What follows belongs to an exercise in optimizing a design on an open flow for small area and few clock cycles per item; a production flow would make more cautious choices. Only simulation tests tie the RTL to the original design; equivalence was not proved.

==> flow/design.v (excerpt) <==
module stereo_voice_volume_pan_law (
  input  logic        clk_i,
  input  logic        rst_ni,
  input  logic        in_valid_i,
  output logic        in_ready_o,
  input  logic [6:0]  in_voice_level_i,
  input  logic [6:0]  in_cmd_volume_i,
  input  logic [6:0]  in_cmd_pan_i,
  input  logic [6:0]  in_tone_volume_i,
  input  logic [6:0]  in_tone_pan_i,
  input  logic [6:0]  in_program_volume_i,
  output logic        out_valid_o,
  input  logic        out_ready_i,
  output logic [13:0] out_left_level_o,
  output logic [13:0] out_right_level_o,
  input  logic        cfg_we_i,
  input  logic [1:0]  cfg_idx_i,
  input  logic [6:0]  cfg_data_i
);
clock: 7.0 ns
lec_check: 0
cap_margin: 20
core_margin: 2
core_utilization: 55
cts_buf_list: sky130_fd_sc_hd__clkbuf_8
cts_cluster_diameter: 70
cts_cluster_size: 15
place_density: 0.8
slew_margin: 20
synth_hierarchical: 1
synth_minimum_keep_size: 0
standard.sh (not shown) runs the stock make flow with config.mk's settings and CLKGATE_MAP_FILE= SYNTH_SCRIPT=/design/flow/synth_recipe.tcl, a recipe that flattens the netlist after the stock synthesis.
==> flow/flow/run.sh <==
#!/bin/bash
# The standard layout (standard.sh, all steps) with two settings of its own:
#  - each port gets a sky130_fd_sc_hd__buf_1 as its buffer (the standard flow
#    picks a larger delay buffer);
#  - clock tree synthesis uses clkbuf_8 leaf clusters of at most 15 sinks and
#    inserts no dummy loads.
# standard.sh's full output goes to standard.log in this folder.
set -euo pipefail
export BUFFER_PORTS_ARGS="-buffer_cell sky130_fd_sc_hd__buf_1"
export CTS_ARGS="-sink_clustering_enable -repair_clock_nets -dont_use_dummy_load -buf_list sky130_fd_sc_hd__clkbuf_8 -sink_clustering_size 15 -sink_clustering_max_diameter 70"
bash standard.sh finish > standard.log 2>&1
Testbench counts at the start, summed over its fixed seeds: cycles 9,672, items 9,600.
Edit:
Settings changed: CORE_UTILIZATION 55 to 65, PLACE_DENSITY 0.8 to 0.85.
Die area falls by about a fifth. Register-to-register slack degrades by 0.11 ns. Utilization climbs by 10 points.

---

Setup of wip/xenon:
stereo_voice_volume_pan_law, a different RTL version from the one above (not shown whole).
For scale: about 5600 cells after synthesis, ~86 I/O pins, about 60000 sq um of cells after synthesis.
Settings: LEC_CHECK=0, CAP_MARGIN=20, CORE_MARGIN=2, CORE_UTILIZATION=40, CTS_BUF_LIST=sky130_fd_sc_hd__clkbuf_8, CTS_CLUSTER_DIAMETER=60, CTS_CLUSTER_SIZE=12, SLEW_MARGIN=20, SYNTH_HIERARCHICAL=1, SYNTH_MINIMUM_KEEP_SIZE=0; clock period 7.0 ns.
run.sh (not shown) runs the stock make flow with config.mk's settings and CLKGATE_MAP_FILE= SYNTH_SCRIPT=/design/flow/synth_recipe.tcl, a recipe that flattens the netlist after the stock synthesis.
Stock flow here: none of the scripts above is used.
wip/xenon went all the way through synthesis, placement and routing and the layout is clean on timing, DRC and antenna.
Testbench counts of wip/xenon, summed over its fixed seeds: cycles 9,672, items 9,600.
Inputs modified between wip/xenon and wip/lagoon:
==> flow/flow/run.sh (new file) <==
#!/bin/bash
# The standard layout (standard.sh, all steps) with three settings of its own:
#  - each port gets a sky130_fd_sc_hd__buf_1 as its buffer (the standard flow
#    picks a larger delay buffer);
#  - clock tree synthesis uses clkbuf_8 leaf clusters of at most 12 sinks and
#    inserts no dummy loads;
#  - after global routing, gates on paths with positive slack are downsized
#    (RECOVER_POWER).
# standard.sh's full output goes to standard.log in this folder.
set -euo pipefail
export BUFFER_PORTS_ARGS="-buffer_cell sky130_fd_sc_hd__buf_1"
export CTS_ARGS="-sink_clustering_enable -repair_clock_nets -dont_use_dummy_load -buf_list sky130_fd_sc_hd__clkbuf_8 -sink_clustering_size 12 -sink_clustering_max_diameter 60"
export RECOVER_POWER=100
bash standard.sh finish > standard.log 2>&1
==> flow/standard.sh (new file) <==
#!/bin/bash
# synth_recipe.tcl (not shown) runs the flow's synth.tcl, then flattens the netlist and writes it again
# the make line also repeats each setting of config.mk as NAME=value (left out here)
make -C /OpenROAD-flow-scripts/flow DESIGN_CONFIG=/design/flow/config.mk WORK_HOME=/design/flow/orfs CLKGATE_MAP_FILE= SYNTH_SCRIPT=/design/flow/synth_recipe.tcl "${@:-finish}"
removed: flow/run.sh
==> notes.md <==
- The launching instance or port of the critical path comes out l_q7[0]$_DFFE_PP_ in one run and cvsq_q4[6]$_DFFE_PP_ in the other, namely in wip/lagoon and wip/xenon respectively.
- Across both runs, setup slack was lower for wip/lagoon than for wip/xenon.
- wip/lagoon vs wip/xenon — overall fraction of global-route tracks in use dropped 0.18 points.
- wip/lagoon finished all stages; however, its layout fails the closing checks, the failures being max-capacitance violations, max-slew violations.
Edits applied to the flow inputs when going from wip/lagoon to wip/juniper:
Settings: GPL_TIMING_DRIVEN: unset -> 0.
==> flow/run.sh (new file) <==
#!/bin/bash
# synth_recipe.tcl (not shown) runs the flow's synth.tcl, then flattens the netlist and writes it again
# the make line also repeats each setting of config.mk as NAME=value (left out here)
make -C /OpenROAD-flow-scripts/flow DESIGN_CONFIG=/design/flow/config.mk WORK_HOME=/design/flow/orfs CLKGATE_MAP_FILE= SYNTH_SCRIPT=/design/flow/synth_recipe.tcl finish
removed: flow/flow/run.sh
removed: flow/standard.sh
--- outcome ---
- The flow did not stop early for wip/juniper: all stages ran, and the layout cleared the timing, design-rule and antenna checks.
- Compared with wip/lagoon, in wip/juniper maximum frequency from static timing analysis down 0.0014 GHz, count of cell instances traversed by the critical path down 1.
- master_use_q[10]$_DFFE_PP_ as the launch point of the worst path was reported by wip/juniper, and l_q7[0]$_DFFE_PP_ by wip/lagoon.
- Diff wip/lagoon -> wip/juniper: maximum fanout along the worst path decreased 1; final worst setup slack saw a decrease; number of clock buffers in the layout lost 3.
- Clock period minus worst slack, wip/lagoon and wip/juniper: higher on wip/juniper
- The cell with the biggest individual delay on the critical path comes out sky130_fd_sc_hd__fa_1 in one run and sky130_fd_sc_hd__edfxtp_1 in the other, namely in wip/lagoon and wip/juniper respectively.
What wip/cedar does differently from wip/juniper at the input level:
==> flow/flow/run.sh (new file) <==
#!/bin/bash
# The standard layout (standard.sh, all steps) with two settings of its own:
#  - each port gets a sky130_fd_sc_hd__buf_1 as its buffer (the standard flow
#    picks a larger delay buffer);
#  - clock tree synthesis uses clkbuf_8 leaf clusters of at most 12 sinks and
#    inserts no dummy loads.
# standard.sh's full output goes to standard.log in this folder.
set -euo pipefail
export BUFFER_PORTS_ARGS="-buffer_cell sky130_fd_sc_hd__buf_1"
export CTS_ARGS="-sink_clustering_enable -repair_clock_nets -dont_use_dummy_load -buf_list sky130_fd_sc_hd__clkbuf_8 -sink_clustering_size 12 -sink_clustering_max_diameter 60"
bash standard.sh finish > standard.log 2>&1
==> flow/standard.sh (new file) <==
#!/bin/bash
# synth_recipe.tcl (not shown) runs the flow's synth.tcl, then flattens the netlist and writes it again
# the make line also repeats each setting of config.mk as NAME=value (left out here)
make -C /OpenROAD-flow-scripts/flow DESIGN_CONFIG=/design/flow/config.mk WORK_HOME=/design/flow/orfs CLKGATE_MAP_FILE= SYNTH_SCRIPT=/design/flow/synth_recipe.tcl "${@:-finish}"
removed: flow/run.sh
==> comparison <==
- In summary, wip/cedar completed successfully, with a layout that passed the timing, design-rule and antenna checks.
- wip/cedar against wip/juniper: count of hold buffers inserted by post-cts repair has remained practically unchanged; final design area excluding fillers went down by about 1.6%.
- Comparing wip/cedar and wip/juniper, critical path arrival is higher on wip/juniper.

## what the ideal ports hide
No port has a modelled driver above. Below, the same layouts with a new extraction and two added sets of constraints.
Step 1 assumes that a clkbuf_16 drives the clock port and a buf_2 every other input.
Step 2 also shifts input and output timing later by t, the mid clock arrival at the registers, as if the neighbouring blocks saw the same clock.
a / b / c = no drivers / after step 1 / after step 2; a / b = the first two.
run	t (ns)	setup WS [ns]	worst register clock-pin slew, ns
the first run of note 1	0.717	0.170 / 0.170 / -0.023	0.09 / 0.09
the second run of note 1	0.742	0.064 / 0.064 / -0.072	0.10 / 0.10
wip/xenon	0.809	0.338 / 0.338 / 0.338	0.09 / 0.09
wip/lagoon	0.783	0.250 / 0.250 / -0.078	0.08 / 0.08
wip/juniper	0.831	0.183 / 0.183 / 0.042	0.09 / 0.09
wip/cedar	0.755	0.162 / 0.162 / 0.162	0.08 / 0.08
For wip/lagoon, which loses most, drivers alone change the setup slack by 0.000 ns; drivers and shift together by -0.328 ns.
